This design comes from an exercise in tuning for small area, a short achievable clock period and few clock cycles per item on the open sky130 flow, not from production work.
The RTL was checked by simulation tests, not by an equivalence proof against the original design.

P:
==> flow/design.v (excerpt) <==
module encrypt_out (
  input  logic         clk,
  input  logic         rst,
  input  logic         start,
  input  logic [127:0] plain_text,
  input  logic [127:0] key,
  output logic [127:0] encrypt,
  output logic         done,
  output logic         busy
);
Size: ~390 I/O pins, about 74,000 um2 of cells after synthesis.
clock: 24.0 ns
lec_check: 0
cap_margin: 5
core_margin: 2
core_utilization: 40
place_density: 0.8
slew_margin: 5
synth_hierarchical: 1
synth_minimum_keep_size: 0
standard.sh (not shown) runs the stock make flow with config.mk's settings and CLKGATE_MAP_FILE= SYNTH_SCRIPT=/design/flow/synth_recipe.tcl, a recipe that flattens the netlist after the stock synthesis.
==> flow/flow/run.sh <==
#!/bin/bash
# The standard ORFS layout (standard.sh), at the design's clock period
# and constraints, with three changes to how it is made:
#  - synthesis does not extract half/full adders into the platform's ha/fa
#    cells (ADDER_MAP_FILE empty), so ABC maps the adders with the rest;
#  - the floorplan step removes the buffers ABC inserted (REMOVE_ABC_BUFFERS)
#    and leaves buffering to the placer's repair steps;
#  - repair_timing aims for 13 ns of setup slack (SETUP_SLACK_MARGIN), so it
#    sizes and buffers the round's paths although they already meet 24 ns.
# make's output goes to flow.log here; each ORFS step also keeps its own log
# under orfs/logs/.
set -euo pipefail
cd "$(dirname "$0")/.."
bash standard.sh ADDER_MAP_FILE= REMOVE_ABC_BUFFERS=1 SETUP_SLACK_MARGIN=13 finish > flow.log 2>&1
Testbench counts of P, summed over its fixed seeds: cycles 6,080, blocks 320.
Here is what was changed in the inputs of Q compared with P.
- CORE_UTILIZATION now 55, was 40
-- flow/flow/run.sh --
<<< P, line 7
#    and leaves buffering to the placer's repair steps;
#  - repair_timing aims for 13 ns of setup slack (SETUP_SLACK_MARGIN), so it
#    sizes and buffers the round's paths although they already meet 24 ns.
>>> Q, line 7
#    and leaves buffering to the placer's repair steps;
#  - repair_timing aims for 12.75 ns of setup slack (SETUP_SLACK_MARGIN), so it
#    sizes and buffers the round's paths although they already meet 24 ns.
<<< P, line 13
cd "$(dirname "$0")/.."
bash standard.sh ADDER_MAP_FILE= REMOVE_ABC_BUFFERS=1 SETUP_SLACK_MARGIN=13 finish > flow.log 2>&1
>>> Q, line 13
cd "$(dirname "$0")/.."
bash standard.sh ADDER_MAP_FILE= REMOVE_ABC_BUFFERS=1 SETUP_SLACK_MARGIN=12.75 finish > flow.log 2>&1
Findings:
Q: done, clean on timing, DRC and antenna. [compare] base=P new=Q: first-pass GRT wire length shrank by 5.1%, sequential share of layout area grew by 0.48 points, synthesized cell count held steady. Of the two values seen for capturing instance or port of the critical path, w0[27]$_DFF_P_ was produced by Q and w1[16]$_DFF_P_ by P. The utilization of Q exceeds that of P by 16 points. Summary of Q over P: hold slack picked up an extra 0.095 ns, via count neither gained nor lost much, global-route usage over all layers picked up an extra 9.2 points, cell area after placement lost 1.2%.
What R does differently from Q at the input level:
- swapping 5 for 10 in CAP_MARGIN
- swapping 5 for 10 in SLEW_MARGIN
- swapping 0.8 for 0.85 in PLACE_DENSITY
- swapping 55 for 40 in CORE_UTILIZATION
-- flow/flow/run.sh --
<<< Q, line 7
#    and leaves buffering to the placer's repair steps;
#  - repair_timing aims for 12.75 ns of setup slack (SETUP_SLACK_MARGIN), so it
#    sizes and buffers the round's paths although they already meet 24 ns.
>>> R, line 7
#    and leaves buffering to the placer's repair steps;
#  - repair_timing aims for 12.5 ns of setup slack (SETUP_SLACK_MARGIN), so it
#    sizes and buffers the round's paths although they already meet 24 ns.
<<< Q, line 13
cd "$(dirname "$0")/.."
bash standard.sh ADDER_MAP_FILE= REMOVE_ABC_BUFFERS=1 SETUP_SLACK_MARGIN=12.75 finish > flow.log 2>&1
>>> R, line 13
cd "$(dirname "$0")/.."
bash standard.sh ADDER_MAP_FILE= REMOVE_ABC_BUFFERS=1 SETUP_SLACK_MARGIN=12.5 finish > flow.log 2>&1
## What came out
Summary of R over Q: x dimension of the die increased 63 um; number of vias in the routed layout essentially unchanged; core region area increased about 37%; largest stage delay on the critical path increased 0.05 ns. The clock-cell share of area reported for R is greater than that of Q by 0.45 points. Compared to Q, R reaches a lower achievable clock. The final non-filler cell total number comes out lower for Q vs R. Design area: R < Q. | area added between synthesis and finish | lower: R |.
Relative to R, the following input files were edited for S:
- setting CTS_BUF_LIST to sky130_fd_sc_hd__clkbuf_4 sky130_fd_sc_hd__clkbuf_8 for the first time
- changing CAP_MARGIN from 10 to 5
- changing SLEW_MARGIN from 10 to 5
- changing PLACE_DENSITY from 0.85 to 0.8
-- flow/flow/run.sh --
<<< R, line 7
#    and leaves buffering to the placer's repair steps;
#  - repair_timing aims for 12.5 ns of setup slack (SETUP_SLACK_MARGIN), so it
#    sizes and buffers the round's paths although they already meet 24 ns.
>>> S, line 7
#    and leaves buffering to the placer's repair steps;
#  - repair_timing aims for 12.75 ns of setup slack (SETUP_SLACK_MARGIN), so it
#    sizes and buffers the round's paths although they already meet 24 ns.
<<< R, line 13
cd "$(dirname "$0")/.."
bash standard.sh ADDER_MAP_FILE= REMOVE_ABC_BUFFERS=1 SETUP_SLACK_MARGIN=12.5 finish > flow.log 2>&1
>>> S, line 13
cd "$(dirname "$0")/.."
bash standard.sh ADDER_MAP_FILE= REMOVE_ABC_BUFFERS=1 SETUP_SLACK_MARGIN=12.75 finish > flow.log 2>&1
==> comparison <==
Looking at the reports, S completed the entire flow and the layout it produced met the timing, design-rule and antenna checks. Count of clock-buffer cells in the layout went up by more than half going from R to S. Of R and S, the run reporting the lower design area was R. R and S ended up with nearly the same placed cell area. Total instance count after detailed placement of R is on par with S. Changes observed in S relative to R: non-clock buffer total of the final layout went up about 11%; minimum period implied by the final worst setup slack went down 0.26 ns.

[port drivers added, routing unchanged]
Ports are ideal in the flow. The routed layouts listed here were re-timed in OpenROAD.
Step 1 assumes that a clkbuf_16 drives the clock port and a buf_2 every other input.
Step 2 also shifts input and output timing later by t, the mid clock arrival at the registers, as if the neighbouring blocks saw the same clock.
Slacks: ideal ports / drivers / drivers and shift; pairs: ideal ports / drivers.
| run | t, ns | setup WS [ns] | worst hold slack (ns) |
|---|---|---|---|
| P | 0.784 | 13.007 / 13.007 / 13.007 | 0.523 / 0.523 / 0.523 |
| Q | 0.800 | 12.767 / 12.767 / 12.767 | 0.618 / 0.618 / 0.618 |
| R | 0.793 | 12.619 / 12.619 / 12.619 | 0.646 / 0.646 / 0.646 |
| S | 0.930 | 12.879 / 12.879 / 12.879 | 0.521 / 0.521 / 0.521 |
After both steps setup and hold are still met in every run listed.
